Background: an optimization exercise with open tools, aiming at a short achievable clock period and few clock cycles. Do not read the settings as production practice.
Function was checked by simulation only, so behaviour that the tests miss may differ from the original.

==> inputs of exp/maple <==
==> flow/design.v (excerpt) <==
module mem_subsys_top (
	input  logic                   clk,
	input  logic                   i_arst_n,
	input  logic                   i_if_req,
	input  axi_pkg::axi_addr_t     i_if_addr,
	output logic                   o_if_valid,
	output axi_pkg::axi_data_t     o_if_data,
	input  logic                   i_dc_req,
	input  cache_pkg::mem_action_t i_dc_action,
	input  axi_pkg::axi_addr_t     i_dc_addr,
	input  axi_pkg::axi_data_t     i_dc_wdata,
	output logic                   o_dc_done,
	output axi_pkg::axi_data_t     o_dc_rdata,
	output logic                   o_arvalid,
	output axi_pkg::axi_id_t       o_arid,
	output axi_pkg::axi_len_t      o_arlen,
	output axi_pkg::axi_addr_t     o_araddr,
	input  logic                   i_arready,
	output logic                   o_rready,
	input  logic                   i_rvalid,
	input  logic                   i_rlast,
	input  axi_pkg::axi_id_t       i_rid,
	input  axi_pkg::axi_data_t     i_rdata,
	output logic                   o_awvalid,
	output axi_pkg::axi_id_t       o_awid,
	output axi_pkg::axi_addr_t     o_awaddr,
	input  logic                   i_awready,
	output logic                   o_wvalid,
	output logic                   o_wlast,
	output axi_pkg::axi_data_t     o_wdata,
	input  logic                   i_wready,
	output logic                   o_bready,
	input  logic                   i_bvalid
);
==> flow/config.mk <==
export PLATFORM = sky130hd
export DESIGN_NAME = mem_subsys_top
export DESIGN_NICKNAME = mem_subsys_top
export VERILOG_FILES = /design/flow/design.v
export SDC_FILE = /design/flow/constraint.sdc
export NUM_CORES = 4
export LEC_CHECK = 0
export CAP_MARGIN = 20
export CORE_MARGIN = 2
export CORE_UTILIZATION = 45
export PLACE_DENSITY = 0.6
export SETUP_SLACK_MARGIN = 3
export SLEW_MARGIN = 20
export TNS_END_PERCENT = 5
==> flow/constraint.sdc <==
create_clock -name core_clock -period 8.0 [get_ports {clk}]
set_input_delay 1.6000 -clock core_clock [delete_from_list [all_inputs] [get_ports {clk}]]
set_output_delay 1.6000 -clock core_clock [all_outputs]
set_load 0.01 [all_outputs]
standard.sh (not shown) runs the stock make flow with config.mk's settings and CLKGATE_MAP_FILE= SYNTH_SCRIPT=/design/flow/synth_recipe.tcl, a recipe that flattens the netlist after the stock synthesis.
==> flow/flow/run.sh <==
#!/bin/bash
# The standard layout, with one change to cell choice: the single-size a222oi cell is left out,
# and the resizer may change a cell's footprint when it sizes gates.
set -euo pipefail
bash standard.sh MATCH_CELL_FOOTPRINT=0 "DONT_USE_CELLS=sky130_fd_sc_hd__lpflow_bleeder_1 sky130_fd_sc_hd__lpflow_clkbufkapwr_1 sky130_fd_sc_hd__lpflow_clkbufkapwr_16 sky130_fd_sc_hd__lpflow_clkbufkapwr_2 sky130_fd_sc_hd__lpflow_clkbufkapwr_4 sky130_fd_sc_hd__lpflow_clkbufkapwr_8 sky130_fd_sc_hd__lpflow_clkinvkapwr_1 sky130_fd_sc_hd__lpflow_clkinvkapwr_16 sky130_fd_sc_hd__lpflow_clkinvkapwr_2 sky130_fd_sc_hd__lpflow_clkinvkapwr_4 sky130_fd_sc_hd__lpflow_clkinvkapwr_8 sky130_fd_sc_hd__lpflow_decapkapwr_12 sky130_fd_sc_hd__lpflow_decapkapwr_3 sky130_fd_sc_hd__lpflow_decapkapwr_4 sky130_fd_sc_hd__lpflow_decapkapwr_6 sky130_fd_sc_hd__lpflow_decapkapwr_8 sky130_fd_sc_hd__lpflow_inputiso0n_1 sky130_fd_sc_hd__lpflow_inputiso0p_1 sky130_fd_sc_hd__lpflow_inputiso1n_1 sky130_fd_sc_hd__lpflow_inputiso1p_1 sky130_fd_sc_hd__lpflow_inputisolatch_1 sky130_fd_sc_hd__lpflow_isobufsrc_1 sky130_fd_sc_hd__lpflow_isobufsrc_16 sky130_fd_sc_hd__lpflow_isobufsrc_2 sky130_fd_sc_hd__lpflow_isobufsrc_4 sky130_fd_sc_hd__lpflow_isobufsrc_8 sky130_fd_sc_hd__lpflow_isobufsrckapwr_16 sky130_fd_sc_hd__lpflow_lsbuf_lh_hl_isowell_tap_1 sky130_fd_sc_hd__lpflow_lsbuf_lh_hl_isowell_tap_2 sky130_fd_sc_hd__lpflow_lsbuf_lh_hl_isowell_tap_4 sky130_fd_sc_hd__lpflow_lsbuf_lh_isowell_4 sky130_fd_sc_hd__lpflow_lsbuf_lh_isowell_tap_1 sky130_fd_sc_hd__lpflow_lsbuf_lh_isowell_tap_2 sky130_fd_sc_hd__lpflow_lsbuf_lh_isowell_tap_4 sky130_fd_sc_hd__probe_p_8 sky130_fd_sc_hd__probec_p_8 sky130_fd_sc_hd__a222oi_1" finish > standard.log 2>&1
==> inputs of exp/delta, as changes to exp/maple <==
--- a/flow/design.v
+++ b/flow/design.v
@@ -33,15 +33,14 @@
 	output axi_pkg::axi_data_t o_if_data,
 	output logic               o_fill_req,
 	output logic               o_fill_may,
 	output axi_pkg::axi_addr_t o_fill_addr,
 	input  logic               i_fill_go,
 	input  logic               i_rvalid,
 	input  logic               i_head,
-	input  logic               i_head_n,
 	input  logic               i_last,
 	input  axi_pkg::axi_data_t i_rdata
 );
 	localparam int L  = 16;
 	localparam int W  = 4;
 	localparam int LA = 26 - cache_pkg::INDEX_LSB;
 	typedef logic [LA-1:0] line_t;
@@ -62,22 +61,17 @@
 	cache_pkg::cache_tag_t      req_tag;
 	cache_pkg::cache_index_t    req_idx;
 	cache_pkg::cache_offset_t   req_off;
 	cache_pkg::cache_index_t    lb_idx;
 	logic                       lb_hit;
 	logic                       lb_fill;
 	logic [W-1:0]               fwd_w;
+	logic [W-1:0]               fwd_pos;
+	logic                       fwd_any;
 	logic                       i_beat;
-	logic [W-1:0]               fwd_sel;
-	axi_pkg::axi_data_t         word [W];
-	logic [W-1:0]               fwd_q;
-	logic [W-1:0]               fwd_n;
-	logic [1:0]                 n_fq_v;
-	cache_pkg::cache_index_t    n_fq_idx0;
-	cache_pkg::cache_offset_t   n_beat;
 	logic [W-1:0]               word_ok;
 	logic                       fill_ok;
 	logic                       present;
 	logic                       reload;
 	logic                       advance;
 	line_t                      sq_line;
 	cache_pkg::cache_index_t    sq_idx;
@@ -89,23 +83,23 @@
 	assign req_line = i_if_addr[26-1:cache_pkg::INDEX_LSB];
 	assign req_tag  = i_if_addr[26-1:cache_pkg::TAG_LSB];
 	assign req_idx  = i_if_addr[cache_pkg::TAG_LSB-1:cache_pkg::INDEX_LSB];
 	assign req_off  = i_if_addr[cache_pkg::INDEX_LSB-1:cache_pkg::BYTE_BITS];
 	assign lb_idx   = lb_line_q[cache_pkg::INDEX_BITS-1:0];
 	assign lb_hit  = (req_line == lb_line_q);
 	assign lb_fill = lb_p_q && fq_v_q[0] && (fq_idx_q[0] == lb_idx);
-	assign i_beat  = i_rvalid && i_head;
-	assign fwd_sel = fwd_q & {W{i_rvalid}};
-	assign fwd_w   = fwd_sel;
 	always_comb
 		for (int w = 0; w < W; w++)
-			word[w] = fwd_sel[w] ? i_rdata : lb_data_q[w];
+			fwd_pos[w] = i_head && lb_fill && (beat_q == cache_pkg::cache_offset_t'(w)) && !lb_wv_q[w];
+	assign i_beat  = i_rvalid && i_head;
+	assign fwd_w   = fwd_pos & {W{i_rvalid}};
+	assign fwd_any = |fwd_pos;
 	assign word_ok = lb_wv_q | fwd_w;
 	assign o_if_valid = i_if_req && lb_hit && lb_p_q && word_ok[req_off];
-	assign o_if_data  = word[req_off];
+	assign o_if_data  = (i_rvalid && fwd_any && (req_off == beat_q)) ? i_rdata : lb_data_q[req_off];
 	assign fill_ok     = run_q && !lb_p_q && !fq_v_q[1] && !(fq_v_q[0] && (fq_idx_q[0] == lb_idx));
 	assign o_fill_may  = i_if_req && fill_ok;
 	assign o_fill_req  = o_fill_may && lb_hit;
 	assign o_fill_addr = {lb_line_q, cache_pkg::INDEX_LSB'(0)};
 	assign pop         = i_beat && i_last && fq_v_q[0];
 	assign present = lv_q[req_idx] && (tag_q[req_idx] == req_tag);
 	assign reload  = i_if_req && !lb_hit;
@@ -147,51 +141,28 @@
 		if (i_beat && fq_v_q[0] && nl_p && (nl_line[cache_pkg::INDEX_BITS-1:0] == fq_idx_q[0])
 			&& !nl_wv[beat_q])
 		begin
 			nl_wv[beat_q]   = 1'b1;
 			nl_data[beat_q] = i_rdata;
 		end
 	end
-	always_comb
-	begin
-		n_beat    = beat_q + cache_pkg::cache_offset_t'(i_beat && fq_v_q[0]);
-		n_fq_v    = fq_v_q;
-		n_fq_idx0 = fq_idx_q[0];
-		if (pop)
-		begin
-			n_fq_v    = {1'b0, fq_v_q[1] || i_fill_go};
-			n_fq_idx0 = fq_v_q[1] ? fq_idx_q[1] : lb_idx;
-		end
-		else if (i_fill_go)
-		begin
-			n_fq_v = {fq_v_q[0], 1'b1};
-			if (!fq_v_q[0])
-				n_fq_idx0 = lb_idx;
-		end
-		for (int w = 0; w < W; w++)
-			fwd_n[w] = i_head_n && nl_p && n_fq_v[0]
-				&& (n_fq_idx0 == nl_line[cache_pkg::INDEX_BITS-1:0])
-				&& (n_beat == cache_pkg::cache_offset_t'(w)) && !nl_wv[w];
-	end
 	always_ff @(posedge clk or negedge i_arst_n)
 	begin
 		if (!i_arst_n)
 		begin
 			run_q  <= 1'b0;
 			lv_q   <= '0;
 			fq_v_q <= '0;
 			beat_q <= '0;
 			lb_p_q <= 1'b0;
-			fwd_q  <= '0;
 		end
 		else
 		begin
 			run_q  <= 1'b1;
 			lb_p_q <= nl_p;
-			fwd_q  <= fwd_n;
 			if (i_fill_go)
 				lv_q[lb_idx] <= 1'b1;
 			if (i_beat && fq_v_q[0])
 				beat_q <= beat_q + 1'b1;
 			if (pop)
 				fq_v_q <= {1'b0, fq_v_q[1] || i_fill_go};
 			else if (i_fill_go)
@@ -242,15 +213,14 @@
 	output axi_pkg::axi_data_t     o_dc_rdata,
 	output logic                   o_fill_req,
 	output logic                   o_fill_may,
 	output axi_pkg::axi_addr_t     o_fill_addr,
 	input  logic                   i_fill_go,
 	input  logic                   i_rvalid,
 	input  logic                   i_head,
-	input  logic                   i_head_n,
 	input  logic                   i_last,
 	input  axi_pkg::axi_data_t     i_rdata,
 	output logic                   o_awvalid,
 	output axi_pkg::axi_addr_t     o_awaddr,
 	input  logic                   i_awready,
 	output logic                   o_wvalid,
 	output axi_pkg::axi_data_t     o_wdata,
@@ -289,22 +259,17 @@
 	cache_pkg::cache_index_t    req_idx;
 	cache_pkg::cache_offset_t   req_off;
 	cache_pkg::cache_index_t    lb_idx;
 	logic                       is_store;
 	logic                       lb_hit;
 	logic                       lb_fill;
 	logic [W-1:0]               fwd_w;
+	logic [W-1:0]               fwd_pos;
+	logic                       fwd_any;
 	logic                       i_beat;
-	logic [W-1:0]               fwd_sel;
-	axi_pkg::axi_data_t         word [W];
-	logic [W-1:0]               fwd_q;
-	logic [W-1:0]               fwd_n;
-	logic [1:0]                 n_fq_v;
-	cache_pkg::cache_index_t    n_fq_idx0;
-	cache_pkg::cache_offset_t   n_beat;
 	logic [W-1:0]               word_ok;
 	logic                       fill_ok;
 	logic                       load_done;
 	logic                       store_done;
 	logic                       present;
 	logic                       reload;
 	line_t                      nl_line;
@@ -315,25 +280,25 @@
 	assign req_tag  = i_dc_addr[26-1:cache_pkg::TAG_LSB];
 	assign req_idx  = i_dc_addr[cache_pkg::TAG_LSB-1:cache_pkg::INDEX_LSB];
 	assign req_off  = i_dc_addr[cache_pkg::INDEX_LSB-1:cache_pkg::BYTE_BITS];
 	assign lb_idx   = lb_line_q[cache_pkg::INDEX_BITS-1:0];
 	assign is_store = (i_dc_action == cache_pkg::WRITE);
 	assign lb_hit  = (req_line == lb_line_q);
 	assign lb_fill = lb_p_q && fq_v_q[0] && (fq_idx_q[0] == lb_idx);
-	assign i_beat  = i_rvalid && i_head;
-	assign fwd_sel = fwd_q & {W{i_rvalid}};
-	assign fwd_w   = fwd_sel;
 	always_comb
 		for (int w = 0; w < W; w++)
-			word[w] = fwd_sel[w] ? i_rdata : lb_data_q[w];
+			fwd_pos[w] = i_head && lb_fill && (beat_q == cache_pkg::cache_offset_t'(w)) && !lb_wv_q[w];
+	assign i_beat  = i_rvalid && i_head;
+	assign fwd_w   = fwd_pos & {W{i_rvalid}};
+	assign fwd_any = |fwd_pos;
 	assign word_ok = lb_wv_q | fwd_w;
 	assign load_done  = i_dc_req && !is_store && lb_hit && lb_p_q && word_ok[req_off];
 	assign store_done = run_q && i_dc_req && is_store && !wb_full;
 	assign o_dc_done  = load_done || store_done;
-	assign o_dc_rdata = word[req_off];
+	assign o_dc_rdata = (i_rvalid && fwd_any && (req_off == beat_q)) ? i_rdata : lb_data_q[req_off];
 	assign aw_cnt   = wb_in_q - wb_aw_q;
 	assign w_cnt    = wb_in_q - wb_w_q;
 	assign wb_full  = (aw_cnt == (WP+1)'(WB)) || (w_cnt == (WP+1)'(WB));
 	assign wb_clear = ((aw_cnt == '0) || ((aw_cnt == (WP+1)'(1)) && i_awready))
 		&& ((w_cnt == '0) || ((w_cnt == (WP+1)'(1)) && i_wready));
 	assign fill_ok     = run_q && !lb_p_q && !fq_v_q[1] && !(fq_v_q[0] && (fq_idx_q[0] == lb_idx))
 		&& wb_clear;
@@ -378,35 +343,14 @@
 		end
 		if (store_done && lb_hit && lb_p_q)
 		begin
 			nl_wv[req_off]   = 1'b1;
 			nl_data[req_off] = i_dc_wdata;
 		end
 	end
-	always_comb
-	begin
-		n_beat    = beat_q + cache_pkg::cache_offset_t'(i_beat && fq_v_q[0]);
-		n_fq_v    = fq_v_q;
-		n_fq_idx0 = fq_idx_q[0];
-		if (pop)
-		begin
-			n_fq_v    = {1'b0, fq_v_q[1] || i_fill_go};
-			n_fq_idx0 = fq_v_q[1] ? fq_idx_q[1] : lb_idx;
-		end
-		else if (i_fill_go)
-		begin
-			n_fq_v = {fq_v_q[0], 1'b1};
-			if (!fq_v_q[0])
-				n_fq_idx0 = lb_idx;
-		end
-		for (int w = 0; w < W; w++)
-			fwd_n[w] = i_head_n && nl_p && n_fq_v[0]
-				&& (n_fq_idx0 == nl_line[cache_pkg::INDEX_BITS-1:0])
-				&& (n_beat == cache_pkg::cache_offset_t'(w)) && !nl_wv[w];
-	end
 	always_ff @(posedge clk or negedge i_arst_n)
 	begin
 		if (!i_arst_n)
 		begin
 			run_q   <= 1'b0;
 			lv_q    <= '0;
 			fq_v_q  <= '0;
@@ -416,15 +360,14 @@
 			wb_aw_q <= '0;
 			wb_w_q  <= '0;
 		end
 		else
 		begin
 			run_q  <= 1'b1;
 			lb_p_q <= nl_p;
-			fwd_q  <= fwd_n;
 			if (i_fill_go)
 				lv_q[lb_idx] <= 1'b1;
 			if (i_beat && fq_v_q[0])
 				beat_q <= beat_q + 1'b1;
 			if (pop)
 				fq_v_q <= {1'b0, fq_v_q[1] || i_fill_go};
 			else if (i_fill_go)
@@ -484,21 +427,19 @@
 	input  logic               clk,
 	input  logic               i_arst_n,
 	input  logic               i_i_req,
 	input  logic               i_i_may,
 	input  axi_pkg::axi_addr_t i_i_addr,
 	output logic               o_i_go,
 	output logic               o_i_head,
-	output logic               o_i_head_n,
 	output logic               o_i_last,
 	input  logic               i_d_req,
 	input  axi_pkg::axi_addr_t i_d_addr,
 	output logic               o_d_go,
 	output logic               o_d_head,
-	output logic               o_d_head_n,
 	output logic               o_d_last,
 	input  logic               i_m_awvalid,
 	input  axi_pkg::axi_addr_t i_m_awaddr,
 	input  logic               i_m_wvalid,
 	input  axi_pkg::axi_data_t i_m_wdata,
 	output logic               o_arvalid,
 	output axi_pkg::axi_id_t   o_arid,
@@ -524,59 +465,40 @@
 	localparam int NB = 4;
 	logic [NB-1:0]      ord_q;
 	logic [1:0]         ord_wp_q;
 	logic [1:0]         ord_rp_q;
 	logic [2:0]         ord_n_q;
 	logic               ar_done;
 	logic               r_done;
-	logic [NB-1:0]      n_ord;
-	logic [1:0]         n_rp;
-	logic [2:0]         n_n;
-	logic               head_i_q;
-	logic               head_d_q;
 	assign sel_d     = hold_q ? hold_d_q : !i_i_may;
 	assign o_arvalid = hold_q || (i_i_may ? i_i_req : i_d_req);
 	assign o_araddr  = hold_q ? hold_addr_q : (i_i_may ? i_i_addr : i_d_addr);
 	assign o_arid    = axi_pkg::axi_id_t'(sel_d);
 	assign o_arlen   = axi_pkg::axi_len_t'(4 - 1);
 	assign o_rready  = 1'b1;
 	assign o_i_go   = o_arvalid && i_arready && !sel_d;
 	assign o_d_go   = o_arvalid && i_arready && sel_d;
-	assign o_i_head = head_i_q;
-	assign o_d_head = head_d_q;
+	assign o_i_head = (ord_n_q != '0) && !ord_q[ord_rp_q];
+	assign o_d_head = (ord_n_q != '0) && ord_q[ord_rp_q];
 	assign o_i_last = i_rlast;
 	assign o_d_last = i_rlast;
 	assign ar_done = o_arvalid && i_arready;
 	assign r_done  = i_rvalid && i_rlast && (ord_n_q != '0);
-	always_comb
-	begin
-		n_ord = ord_q;
-		if (ar_done)
-			n_ord[ord_wp_q] = sel_d;
-		n_rp = ord_rp_q + 2'(r_done);
-		n_n  = ord_n_q + 3'(ar_done) - 3'(r_done);
-	end
-	assign o_i_head_n = (n_n != '0) && !n_ord[n_rp];
-	assign o_d_head_n = (n_n != '0) && n_ord[n_rp];
 	always_ff @(posedge clk or negedge i_arst_n)
 	begin
 		if (!i_arst_n)
 		begin
 			hold_q   <= 1'b0;
 			ord_wp_q <= '0;
 			ord_rp_q <= '0;
 			ord_n_q  <= '0;
-			head_i_q <= 1'b0;
-			head_d_q <= 1'b0;
 		end
 		else
 		begin
-			hold_q   <= o_arvalid && !i_arready;
-			head_i_q <= o_i_head_n;
-			head_d_q <= o_d_head_n;
+			hold_q <= o_arvalid && !i_arready;
 			if (ar_done)
 				ord_wp_q <= ord_wp_q + 1'b1;
 			if (r_done)
 				ord_rp_q <= ord_rp_q + 1'b1;
 			if (ar_done && !r_done)
 				ord_n_q <= ord_n_q + 1'b1;
 			else if (r_done && !ar_done)
@@ -640,21 +562,19 @@
 );
 	logic               i_fill_req;
 	logic               i_fill_may;
 	logic               d_fill_may;
 	axi_pkg::axi_addr_t i_fill_addr;
 	logic               i_fill_go;
 	logic               i_head;
-	logic               i_head_n;
 	logic               i_last;
 	logic               d_fill_req;
 	axi_pkg::axi_addr_t d_fill_addr;
 	logic               d_fill_go;
 	logic               d_head;
-	logic               d_head_n;
 	logic               d_last;
 	logic               dc_awvalid;
 	logic               dc_wvalid;
 	axi_pkg::axi_addr_t dc_awaddr;
 	axi_pkg::axi_data_t dc_wdata;
 	i_cache u_i_cache (
 		.clk         (clk),
@@ -665,15 +585,14 @@
 		.o_if_data   (o_if_data),
 		.o_fill_req  (i_fill_req),
 		.o_fill_may  (i_fill_may),
 		.o_fill_addr (i_fill_addr),
 		.i_fill_go   (i_fill_go),
 		.i_rvalid    (i_rvalid),
 		.i_head      (i_head),
-		.i_head_n    (i_head_n),
 		.i_last      (i_last),
 		.i_rdata     (i_rdata)
 	);
 	d_cache u_d_cache (
 		.clk         (clk),
 		.i_arst_n    (i_arst_n),
 		.i_dc_req    (i_dc_req),
@@ -684,15 +603,14 @@
 		.o_dc_rdata  (o_dc_rdata),
 		.o_fill_req  (d_fill_req),
 		.o_fill_may  (d_fill_may),
 		.o_fill_addr (d_fill_addr),
 		.i_fill_go   (d_fill_go),
 		.i_rvalid    (i_rvalid),
 		.i_head      (d_head),
-		.i_head_n    (d_head_n),
 		.i_last      (d_last),
 		.i_rdata     (i_rdata),
 		.o_awvalid   (dc_awvalid),
 		.o_awaddr    (dc_awaddr),
 		.i_awready   (i_awready),
 		.o_wvalid    (dc_wvalid),
 		.o_wdata     (dc_wdata),
@@ -702,21 +620,19 @@
 		.clk         (clk),
 		.i_arst_n    (i_arst_n),
 		.i_i_req     (i_fill_req),
 		.i_i_may     (i_fill_may),
 		.i_i_addr    (i_fill_addr),
 		.o_i_go      (i_fill_go),
 		.o_i_head    (i_head),
-		.o_i_head_n  (i_head_n),
 		.o_i_last    (i_last),
 		.i_d_req     (d_fill_req),
 		.i_d_addr    (d_fill_addr),
 		.o_d_go      (d_fill_go),
 		.o_d_head    (d_head),
-		.o_d_head_n  (d_head_n),
 		.o_d_last    (d_last),
 		.i_m_awvalid (dc_awvalid),
 		.i_m_awaddr  (dc_awaddr),
 		.i_m_wvalid  (dc_wvalid),
 		.i_m_wdata   (dc_wdata),
 		.o_arvalid   (o_arvalid),
 		.o_arid      (o_arid),
==> flow/run.sh (new file) <==
#!/bin/bash
# synth_recipe.tcl (not shown) runs the flow's synth.tcl, then flattens the netlist and writes it again
# the make line also repeats each setting of config.mk as NAME=value (left out here)
make -C /OpenROAD-flow-scripts/flow DESIGN_CONFIG=/design/flow/config.mk WORK_HOME=/design/flow/orfs CLKGATE_MAP_FILE= SYNTH_SCRIPT=/design/flow/synth_recipe.tcl finish
- TNS_END_PERCENT: 5 -> default
removed: flow/flow/run.sh
removed: flow/standard.sh
==> flow_metrics.py <==
metrics = {
    "run_status": {
        "run_status": "timing/DRC/antenna clean",
    },
    "cells_and_area": {
        "nonClkBufAreaFrac_pct": 4.559,
        "n_all_buffers": 1241,
        "inv_count": 76,
    },
    "placement": {
        "post-dp-hpwl_um": 538700,
        "place.gp.congestion": 0.9024,
    },
    "timing": {
        "final_period_minus_worst_setup_slack_ns": 5.454,
    },
    "die": {
        "tap_cells": 7587,
    },
    "critical_path": {
        "path_depth": 13,
    },
}
# the run above: exp/maple

==> flow_metrics.py <==
metrics = {
    "placement": {
        "post-dp-hpwl_um": 502300,
    },
    "clock_network": {
        "clkLatencyLatePin_ns": 1.13,
    },
    "cells_and_area": {
        "nonClkBufAreaFrac_pct": 3.885,
        "n_all_buffers": 1099,
        "inv_count": 56,
    },
    "timing": {
        "final_period_minus_worst_setup_slack_ns": 5.561,
    },
    "die": {
        "tap_cells": 7506,
    },
    "run_status": {
        "run_status": "timing/DRC/antenna clean",
    },
}
# the run above: exp/delta

Testbench counts of exp/maple, summed over its fixed seeds: cycles 34,997.
Testbench counts of exp/delta, summed over its fixed seeds: cycles 34,997.

-- static timing again, ports no longer ideal --
The results above use ideal ports. As a check the final layouts listed here were re-extracted and re-timed, cells and wires unchanged.
Step 1, drivers: a clkbuf_16 drives clk and a buf_2 each remaining input, both assumed.
Step 2 adds t to the input delays and takes it off the output delays; t is the mean of the earliest and latest rising clock arrival at the registers after step 1. Input paths then give back, and output paths get back, about the clock's delay inside the block.
Slacks: ideal ports / drivers / drivers and shift; pairs: ideal ports / drivers.
run | t, ns | setup slack, ns | worst setup path at the end
exp/maple | 1.243 | 2.546 / 2.430 / 1.523 | input to register
exp/delta | 1.228 | 2.439 / 2.400 / 1.721 | input to register
After both steps setup and hold are still met in every run listed. For exp/maple, which loses most, drivers alone change the setup slack by -0.116 ns; drivers and shift together by -1.023 ns.
